From an optimization exercise on the open Yosys and OpenROAD flow, aimed at a short achievable clock period and few clock cycles; shortcuts taken in it are not production practice.
Only simulation tests tie the RTL to the original design; equivalence was not proved.

[flow/design.v]
module mips_multicycle_core #(
  parameter int unsigned ADDR_W   = 10,
  parameter logic [31:0] RESET_PC = 32'h0000_0000,
  parameter int unsigned CNT_W    = 32
) (
  input  logic              clk,
  input  logic              rst,
  output logic              mem_req,
  output logic              mem_we,
  output logic [ADDR_W-1:0] mem_addr,
  output logic [31:0]       mem_wdata,
  input  logic [31:0]       mem_rdata,
  input  logic              mem_ready,
  input  logic [4:0]        dbg_reg_addr,
  output logic [31:0]       dbg_reg_data,
  output logic [31:0]       pc_out,
  output logic              halted,
  output logic [CNT_W-1:0]  instr_count
);
  localparam bit EXT_OPS = 1'b0;
  localparam logic [5:0] OP_RTYPE = 6'h00, OP_J   = 6'h02, OP_BEQ = 6'h04, OP_BNE = 6'h05;
  localparam logic [5:0] OP_ADDI  = 6'h08, OP_ORI = 6'h0D, OP_LW  = 6'h23, OP_SW  = 6'h2B;
  localparam logic [5:0] FN_ADD = 6'h20, FN_SUB = 6'h22, FN_AND = 6'h24;
  localparam logic [5:0] FN_OR  = 6'h25, FN_NOR = 6'h27, FN_SLT = 6'h2A;
  localparam int CI_W = 4;                     
  localparam int CT_W = ADDR_W - CI_W;         
  function automatic logic funct_legal(input logic [5:0] f);
    case (f)
      FN_ADD, FN_SUB, FN_AND, FN_OR, FN_SLT: funct_legal = 1'b1;
      FN_NOR:  funct_legal = EXT_OPS;
      default: funct_legal = 1'b0;
    endcase
  endfunction
  typedef struct packed {
    logic legal;
    logic r, imm, ori, lw, sw, mem, br, bne, j;
    logic wr;           
    logic [4:0] dst;    
    logic use_rs, use_rt;
    logic pt;           
  } dec_t;
  function automatic dec_t decode(input logic [31:0] w);
    dec_t d;
    logic [5:0] op;
    op      = w[31:26];
    d.r     = (op == OP_RTYPE) && funct_legal(w[5:0]);
    d.ori   = EXT_OPS && (op == OP_ORI);
    d.imm   = (op == OP_ADDI) || d.ori;
    d.lw    = (op == OP_LW);
    d.sw    = (op == OP_SW);
    d.mem   = d.lw || d.sw;
    d.bne   = EXT_OPS && (op == OP_BNE);
    d.br    = (op == OP_BEQ) || d.bne;
    d.j     = (op == OP_J);
    d.legal = d.r | d.imm | d.lw | d.sw | d.br | d.j;
    d.wr    = d.r | d.imm | d.lw;
    d.dst   = d.r ? w[15:11] : w[20:16];
    d.use_rs = d.r | d.imm | d.lw | d.sw | d.br;
    d.use_rt = d.r | d.sw | d.br;
    d.pt    = d.j || ((op == OP_BEQ) && w[25:21] == w[20:16]);
    decode  = d;
  endfunction
  function automatic logic pairable(input logic [31:0] w0, input logic [31:0] w1);
    dec_t d0, d1;
    logic raw;
    d0  = decode(w0);
    d1  = decode(w1);
    raw = d0.wr && d0.dst != 5'd0 &&
          ((d1.use_rs && w1[25:21] == d0.dst) || (d1.use_rt && w1[20:16] == d0.dst));
    pairable = d0.legal && d1.legal && !d0.pt && !raw && !(d0.mem && d1.mem) &&
               !(d0.br && d1.sw);
  endfunction
  function automatic logic [31:0] target(input logic [31:0] w, input logic [31:0] pc);
    logic [31:0] p4;
    p4 = pc + 32'd4;
    if (w[31:26] == OP_J) target = {p4[31:28], w[25:0], 2'b00};
    else                  target = p4 + {{14{w[15]}}, w[15:0], 2'b00};
  endfunction
  logic [31:0]      pc0, pc0_p4;   
  logic [31:0]      ir0, ir1;
  logic [31:0]      a0, b0, a1, b1;    
  logic             v0;            
  logic             pair;          
  logic [31:0]      q_pc0, q_pc0_p4;
  logic [31:0]      q_ir0, q_ir1;
  logic             q_v0, q_pair;
  logic [ADDR_W-1:0] nfa_w, nfa1_w;    
  logic [2:0]       fsel;
  logic [31:0]      redir_pc;
  logic             halt_q;
  logic [31:0]      rf [32];
  logic [CNT_W-1:0] cnt;
  logic             mreq, mwe;     
  logic [ADDR_W-1:0] maddr;
  logic [31:0]      mwdata;
  logic [31:0]        c_data [2**CI_W];
  logic [CT_W-1:0]    c_tag  [2**CI_W];
  logic [2**CI_W-1:0] c_val;
  dec_t d0, d1;
  assign d0 = decode(ir0);
  assign d1 = decode(ir1);
  function automatic logic [31:0] alu(input logic [31:0] w, input dec_t d,
                                      input logic [31:0] a, input logic [31:0] b);
    logic [31:0] s, z;
    s = {{16{w[15]}}, w[15:0]};
    z = {16'h0000, w[15:0]};
    if (d.r) begin
      case (w[5:0])
        FN_SUB:  alu = a - b;
        FN_AND:  alu = a & b;
        FN_OR:   alu = a | b;
        FN_NOR:  alu = ~(a | b);
        FN_SLT:  alu = {31'b0, $signed(a) < $signed(b)};
        default: alu = a + b;
      endcase
    end else if (d.ori) begin
      alu = a | z;
    end else begin
      alu = a + s;
    end
  endfunction
  logic [31:0] r0, r1;
  assign r0 = alu(ir0, d0, a0, b0);
  assign r1 = alu(ir1, d1, a1, b1);
  logic taken0, taken1, ex0, ex1, halt_now, mis0, mis1, smc0, e_mem, e_sw, g1;
  logic [ADDR_W-1:0] pc1_w;
  assign pc1_w    = pc0_p4[ADDR_W+1:2];
  assign taken0   = d0.bne ? (a0 != b0) : (a0 == b0);
  assign taken1   = d1.bne ? (a1 != b1) : (a1 == b1);
  assign halt_now = v0 && !d0.legal;
  assign ex0      = v0 && d0.legal && !halt_q;
  assign g1       = ex0 && pair;                        
  assign mis0     = ex0 && d0.br && !d0.pt && taken0;   
  assign smc0     = g1 && d0.sw && maddr == pc1_w;       
  assign ex1      = g1 && !mis0 && !smc0;
  assign mis1     = ex1 && d1.br && !d1.pt && taken1;
  assign e_mem    = (ex0 && d0.mem) || (g1 && d1.mem);
  assign e_sw     = (ex0 && d0.sw) || (g1 && d1.sw);
  logic [31:0] tgt0, tgt1;
  assign tgt0  = target(ir0, pc0);
  assign tgt1  = target(ir1, pc0_p4);
  logic we0, we1, fw0, fw1;
  logic [31:0] wd0, wd1;
  assign we0 = ex0 && d0.wr;
  assign we1 = ex1 && d1.wr;
  assign wd0 = d0.lw ? mem_rdata : r0;
  assign wd1 = d1.lw ? mem_rdata : r1;
  assign fw0 = ex0 && d0.wr && d0.dst != 5'd0;
  assign fw1 = g1 && d1.wr && d1.dst != 5'd0;
  logic        e_redir;
  logic [31:0] e_tgt;
  assign e_redir = mis0 || smc0 || mis1;
  assign e_tgt   = mis0 ? tgt0 : smc0 ? pc0_p4 : tgt1;
  logic port_f, adv;
  assign mem_req   = mreq;
  assign mem_we    = mwe;
  assign mem_addr  = maddr;
  assign mem_wdata = mwdata;
  assign port_f    = !e_mem;                   
  assign adv       = mreq && mem_ready;
  dec_t dq0, dq1;
  assign dq0 = decode(q_ir0);
  assign dq1 = decode(q_ir1);
  function automatic logic [31:0] fwd(input logic [4:0] r);
    if (fw1 && d1.dst == r)      fwd = wd1;
    else if (fw0 && d0.dst == r) fwd = wd0;
    else                         fwd = rf[r];
  endfunction
  logic [31:0] qa0, qb0, qa1, qb1, qsd, qea0, qea1;
  assign qa0 = fwd(q_ir0[25:21]);
  assign qb0 = fwd(q_ir0[20:16]);
  assign qa1 = fwd(q_ir1[25:21]);
  assign qb1 = fwd(q_ir1[20:16]);
  assign qsd = dq0.mem ? qb0 : qb1;
  assign qea0 = rf[q_ir0[25:21]] + {{16{q_ir0[15]}}, q_ir0[15:0]};
  assign qea1 = rf[q_ir1[25:21]] + {{16{q_ir1[15]}}, q_ir1[15:0]};
  logic q_mem0, q_mem1, q_haz, q_smc, q_redo;
  logic [ADDR_W-1:0] q_pc0_w, q_pc1_w;
  assign q_pc0_w = q_pc0[ADDR_W+1:2];
  assign q_pc1_w = q_pc0_p4[ADDR_W+1:2];
  assign q_mem0  = q_v0 && dq0.mem;
  assign q_mem1  = q_pair && dq1.mem;
  assign q_haz   = (q_mem0 && ((fw0 && d0.dst == q_ir0[25:21]) || (fw1 && d1.dst == q_ir0[25:21]))) ||
                   (q_mem1 && ((fw0 && d0.dst == q_ir1[25:21]) || (fw1 && d1.dst == q_ir1[25:21])));
  assign q_smc   = e_sw && q_v0 && (maddr == q_pc0_w || (q_pair && maddr == q_pc1_w));
  assign q_redo  = q_v0 && (q_haz || q_smc);
  logic n_v0, n_mem0, n_mem1;
  assign n_v0   = q_v0 && !e_redir && !q_redo;
  assign n_mem0 = n_v0 && dq0.mem;
  assign n_mem1 = n_v0 && q_pair && dq1.mem;
  localparam logic [2:0] FS_SAME = 3'd0, FS_T0 = 3'd1, FS_P4 = 3'd2, FS_T1 = 3'd3, FS_P8 = 3'd4,
                         FS_REDIR = 3'd5;
  logic [31:0] f_pc;
  always_comb begin
    case (fsel)
      FS_SAME: f_pc = q_pc0;
      FS_T0:   f_pc = target(q_ir0, q_pc0);
      FS_P4:   f_pc = q_pc0_p4;
      FS_T1:   f_pc = target(q_ir1, q_pc0_p4);
      FS_P8:   f_pc = q_pc0_p4 + 32'd4;
      default: f_pc = redir_pc;
    endcase
  end
  function automatic logic [ADDR_W-1:0] target_w(input logic [31:0] w, input logic [ADDR_W-1:0] pw);
    if (w[31:26] == OP_J) target_w = w[ADDR_W-1:0];
    else                  target_w = pw + ADDR_W'(1) + w[ADDR_W-1:0];
  endfunction
  logic [ADDR_W-1:0] f_w0;
  logic        hit0, hit1, kill0, kill1, f_v0, f_pair;
  logic [31:0] f_ir0, f_ir1;
  dec_t        fd0, fd1;
  logic              upd_v, upd_hit, fill;
  logic [ADDR_W-1:0] upd_w;
  logic [31:0]       upd_d;
  assign f_w0  = nfa_w;
  assign hit0  = c_val[f_w0[CI_W-1:0]] && c_tag[f_w0[CI_W-1:0]] == f_w0[ADDR_W-1:CI_W];
  assign hit1  = c_val[nfa1_w[CI_W-1:0]] && c_tag[nfa1_w[CI_W-1:0]] == nfa1_w[ADDR_W-1:CI_W];
  assign kill0 = (e_sw && maddr == f_w0) || (upd_v && upd_w == f_w0);
  assign kill1 = (e_sw && maddr == nfa1_w) || (upd_v && upd_w == nfa1_w);
  assign f_ir0 = port_f ? mem_rdata : c_data[f_w0[CI_W-1:0]];
  assign f_ir1 = c_data[nfa1_w[CI_W-1:0]];
  assign fd0   = decode(f_ir0);
  assign fd1   = decode(f_ir1);
  assign f_v0   = (port_f || hit0) && !kill0;
  assign f_pair = f_v0 && hit1 && !kill1 && pairable(f_ir0, f_ir1);
  logic              redir;
  logic [31:0]       n_redir_pc;
  logic [ADDR_W-1:0] n_nfa_w, n_nfa1_w, t0_w, t1_w;
  logic [2:0]        n_fsel;
  assign redir      = e_redir || q_redo;
  assign n_redir_pc = e_redir ? e_tgt : q_pc0;
  assign t0_w       = target_w(f_ir0, nfa_w);
  assign t1_w       = target_w(f_ir1, nfa1_w);
  always_comb begin
    if (redir) begin
      n_fsel   = FS_REDIR;
      n_nfa_w  = n_redir_pc[ADDR_W+1:2];
      n_nfa1_w = n_redir_pc[ADDR_W+1:2] + ADDR_W'(1);
    end else if (!f_v0) begin
      n_fsel   = FS_SAME;
      n_nfa_w  = nfa_w;
      n_nfa1_w = nfa1_w;
    end else if (fd0.pt) begin
      n_fsel   = FS_T0;
      n_nfa_w  = t0_w;
      n_nfa1_w = t0_w + ADDR_W'(1);
    end else if (!f_pair) begin
      n_fsel   = FS_P4;
      n_nfa_w  = nfa1_w;
      n_nfa1_w = nfa_w + ADDR_W'(2);
    end else if (fd1.pt) begin
      n_fsel   = FS_T1;
      n_nfa_w  = t1_w;
      n_nfa1_w = t1_w + ADDR_W'(1);
    end else begin
      n_fsel   = FS_P8;
      n_nfa_w  = nfa_w + ADDR_W'(2);
      n_nfa1_w = nfa_w + ADDR_W'(3);
    end
  end
  assign fill    = adv && port_f;
  assign upd_hit = upd_v && c_val[upd_w[CI_W-1:0]] && c_tag[upd_w[CI_W-1:0]] == upd_w[ADDR_W-1:CI_W];
  always_ff @(posedge clk) begin
    if (rst) upd_v <= 1'b0;
    else     upd_v <= adv && e_sw;
    upd_w <= maddr;
    upd_d <= mwdata;
  end
  always_ff @(posedge clk) begin
    if (rst) begin
      c_val <= '0;
    end else if (fill) begin
      c_val[f_w0[CI_W-1:0]] <= 1'b1;
    end
  end
  always_ff @(posedge clk) begin
    if (fill) begin
      c_data[f_w0[CI_W-1:0]] <= mem_rdata;
      c_tag[f_w0[CI_W-1:0]]  <= f_w0[ADDR_W-1:CI_W];
    end
    if (upd_hit && !(fill && f_w0[CI_W-1:0] == upd_w[CI_W-1:0])) begin
      c_data[upd_w[CI_W-1:0]] <= upd_d;
    end
  end
  always_ff @(posedge clk) begin
    if (rst) begin
      pc0      <= RESET_PC;
      pc0_p4   <= RESET_PC + 32'd4;
      ir0      <= '0;
      ir1      <= '0;
      a0       <= '0;
      b0       <= '0;
      a1       <= '0;
      b1       <= '0;
      v0       <= 1'b0;
      pair     <= 1'b0;
      q_pc0    <= RESET_PC;
      q_pc0_p4 <= RESET_PC + 32'd4;
      q_ir0    <= '0;
      q_ir1    <= '0;
      q_v0     <= 1'b0;
      q_pair   <= 1'b0;
      nfa_w    <= RESET_PC[ADDR_W+1:2];
      nfa1_w   <= RESET_PC[ADDR_W+1:2] + ADDR_W'(1);
      fsel     <= FS_REDIR;
      redir_pc <= RESET_PC;
      halt_q   <= 1'b0;
      cnt      <= '0;
      mreq     <= 1'b1;
      mwe      <= 1'b0;
      maddr    <= RESET_PC[ADDR_W+1:2];
      mwdata   <= '0;
      for (int i = 0; i < 32; i++) rf[i] <= '0;
    end else begin
      if (halt_now) halt_q <= 1'b1;
      if (adv) begin
        for (int i = 1; i < 32; i++) begin
          if (we1 && d1.dst == 5'(i))      rf[i] <= wd1;
          else if (we0 && d0.dst == 5'(i)) rf[i] <= wd0;
        end
        cnt      <= cnt + CNT_W'(ex0) + CNT_W'(ex1);
        pc0      <= q_pc0;
        pc0_p4   <= q_pc0_p4;
        ir0      <= q_ir0;
        ir1      <= q_ir1;
        a0       <= qa0;
        b0       <= qb0;
        a1       <= qa1;
        b1       <= qb1;
        v0       <= n_v0;
        pair     <= n_v0 && q_pair;
        q_pc0    <= f_pc;
        q_pc0_p4 <= f_pc + 32'd4;
        q_ir0    <= f_ir0;
        q_ir1    <= f_ir1;
        q_v0     <= f_v0 && !redir;
        q_pair   <= f_pair && !redir;
        nfa_w    <= n_nfa_w;
        nfa1_w   <= n_nfa1_w;
        fsel     <= n_fsel;
        redir_pc <= n_redir_pc;
        mreq     <= !(n_v0 && !dq0.legal);
        mwe      <= (n_mem0 && dq0.sw) || (n_mem1 && dq1.sw);
        maddr    <= n_mem0 ? qea0[ADDR_W+1:2] : n_mem1 ? qea1[ADDR_W+1:2] : n_nfa_w;
        mwdata   <= qsd;
      end
    end
  end
  logic [31:0] dbg_rf [32];
  logic        dw0, dw1;
  logic [4:0]  dwa0, dwa1;
  logic [31:0] dwd0, dwd1;
  always_ff @(posedge clk) begin
    if (rst) begin
      dw0 <= 1'b0;
      dw1 <= 1'b0;
      for (int i = 0; i < 32; i++) dbg_rf[i] <= '0;
    end else begin
      dw0 <= adv && we0;
      dw1 <= adv && we1;
      for (int i = 1; i < 32; i++) begin
        if (dw1 && dwa1 == 5'(i))      dbg_rf[i] <= dwd1;
        else if (dw0 && dwa0 == 5'(i)) dbg_rf[i] <= dwd0;
      end
    end
    dwa0 <= d0.dst;
    dwa1 <= d1.dst;
    dwd0 <= wd0;
    dwd1 <= wd1;
  end
  assign dbg_reg_data = (dbg_reg_addr == 5'd0) ? 32'd0 : dbg_rf[dbg_reg_addr];
  assign pc_out       = pc0_p4;
  assign halted       = halt_q;
  assign instr_count  = cnt;
endmodule
[flow/run.sh]
#!/bin/bash
# synth_recipe.tcl (not shown) runs the flow's synth.tcl, then flattens the netlist and writes it again
# the make line also repeats each setting of config.mk as NAME=value (left out here)
make -C /OpenROAD-flow-scripts/flow DESIGN_CONFIG=/design/flow/config.mk WORK_HOME=/design/flow/orfs CLKGATE_MAP_FILE= SYNTH_SCRIPT=/design/flow/synth_recipe.tcl finish
[flow/config.mk]
export PLATFORM = sky130hd
export DESIGN_NAME = mips_multicycle_core
export DESIGN_NICKNAME = mips_multicycle_core
export VERILOG_FILES = /design/flow/design.v
export SDC_FILE = /design/flow/constraint.sdc
export NUM_CORES = 4
export LEC_CHECK = 0
export ABC_CLOCK_PERIOD_IN_PS = 4000
export CAP_MARGIN = 20
export CORE_MARGIN = 2
export CORE_UTILIZATION = 30
export MIN_ROUTING_LAYER = met2
export PLACE_DENSITY = 0.5
export SETUP_SLACK_MARGIN = 5
export SLEW_MARGIN = 20
export TNS_END_PERCENT = 20
[flow/constraint.sdc]
create_clock -name core_clock -period 10.0 [get_ports {clk}]
set_input_delay 2.0000 -clock core_clock [delete_from_list [all_inputs] [get_ports {clk}]]
set_output_delay 2.0000 -clock core_clock [all_outputs]
set_load 0.01 [all_outputs]
==> flow_results.org <==
** Clock network
- Clock tree synthesis selected as its root buffer the cell sky130_fd_sc_hd__clkbuf_16.
- Number of clock buffers inserted by TritonCTS :: around 410
- No sink is reached through more buffers than the 4 on the longest clock path.
- The clock net in this run drives a total of around 3300 sinks.
- Level count of the clock H-tree :: 5

** Placement
- IO Port Bufs :: between 150 and 200
- Estimated wirelength of the detail-placed design :: ~1100000 um
- Worst slack, placed :: roughly 1.6 ns
- Routability-driven placement finished with a final weighted congestion of 1.22.

** Synthesis
- Average cell area after synthesis :: about 8.6 um2
- Fraction of registers with async set/reset :: 0%
- Top post-synthesis cells by area :: sky130_fd_sc_hd__dfxtp_1, sky130_fd_sc_hd__edfxtp_1, sky130_fd_sc_hd__a211oi_1
- Top cells by count, synth :: sky130_fd_sc_hd__nor2_1, sky130_fd_sc_hd__dfxtp_1, sky130_fd_sc_hd__clkbuf_1
- In the post-synthesis netlist, the cell with the most instances is sky130_fd_sc_hd__nor2_1.
- Post-synth top area cell :: sky130_fd_sc_hd__dfxtp_1
- Number of warnings reported in the yosys synthesis log :: 3
- Among all flip-flop cells after synthesis, the most frequent one is sky130_fd_sc_hd__dfxtp_1.
- Summing every instance area after synthesis gives between 0.2 and 0.25 mm2.
- Number of flops mapped to enable cells by yosys :: about 610
- Of the synthesized area, sequential elements account for 34.8%.
- Number of nets in the synthesized netlist :: between 20000 and 25000
- Fraction of synthesized cell area taken by the top area cell type :: 25.9%
- The synthesized netlist contains around 110 unique library cells.
- Instance count of the mapped netlist :: roughly 24000
- In this run, synthesis produced a sequential element count of 3251.

** Die
- Die Ht :: roughly 830 um
- The die is approximately 830 um wide.
- Once the floorplan was initialized, standard cells occupied approximately 30% of the core.
- Floorplan row count :: about 300
- For this design the top-level I/O count stands at about 180.

** GRT
- Entering global routing, the biggest net connects 196 pins.
- In the global route stage, overall resource usage came out at 92.4%.
- Aggregate global routing overflow :: just over 8000
- The first global-routing pass estimated about 2900000 um of wire.
- The number of global-route vias before repair is about 360k.

** Outcome
- Run status :: did not finish
- The first error in the log reads "[ERROR GRT-0116] Global routing finished with congestion. Check the congestion regions in the DRC Viewer".
- The stage where the run came to a stop is global routing (5_1_grt).
[worst max-delay path by stage]
stage / startpoint / cells after the start / slack (ns) / to
floorplan: dbg_reg_addr[2] / 9 / 4.57 / dbg_reg_data[18]
global placement: dbg_reg_addr[4] / 10 / 1.60 / dbg_reg_data[17]
detailed placement: dbg_reg_addr[4] / 10 / 1.58 / dbg_reg_data[17]
CTS: dbg_reg_addr[3] / 12 / 3.79 / dbg_reg_data[14]
[kinds of logic after synthesis]
group / Yosys count / share of synthesized area (%)
adder cells (fa/ha/maj): 437 / 2.72
AO/OA/AOI/OAI: 7550 / 26.7
XOR/XNOR: 563 / 2.41
flip-flops: 3251 / 34.8
buffers and inverters: 2884 / 5.37
AND/OR/NAND/NOR: 7070 / 15.1
multiplexers: 2063 / 12.9
[power by group through the flow]
stage	logic (mW)	registers [mW]	clock network, mW
after CTS	6.59	14.1	16.4
after detailed placement	6.17	14.4	0
after floorplan	3.34	14.0	0
after global placement	6.17	14.4	0
[what timing repair did]
action,4_1_cts
endpoints found under the setup margin,2348
resized for setup,1150
cloned,35
pin swaps,318
buffers inserted,480
hold buffers,0
[per-layer routing]
| metal | GRT overflow | track usage, % |
|---|---|---|
| met5 | 686 | 87.1 |
| met4 | 1100 | 83.7 |
| met3 | 4769 | 98.0 |
| met2 | 1653 | 92.7 |
| met1 | - | - |
[per-stage QoR]
step                hold WS, ns  utilization [%]  instances  area [um2]
global placement          0.436             32.5      31600      221000
CTS                       0.447             36.1      32900      246000
floorplan                 0.389                -      23800      205000
detailed placement        0.436             32.6      31600      222000
Testbench counts, summed over its fixed seeds: cycles 53,526.
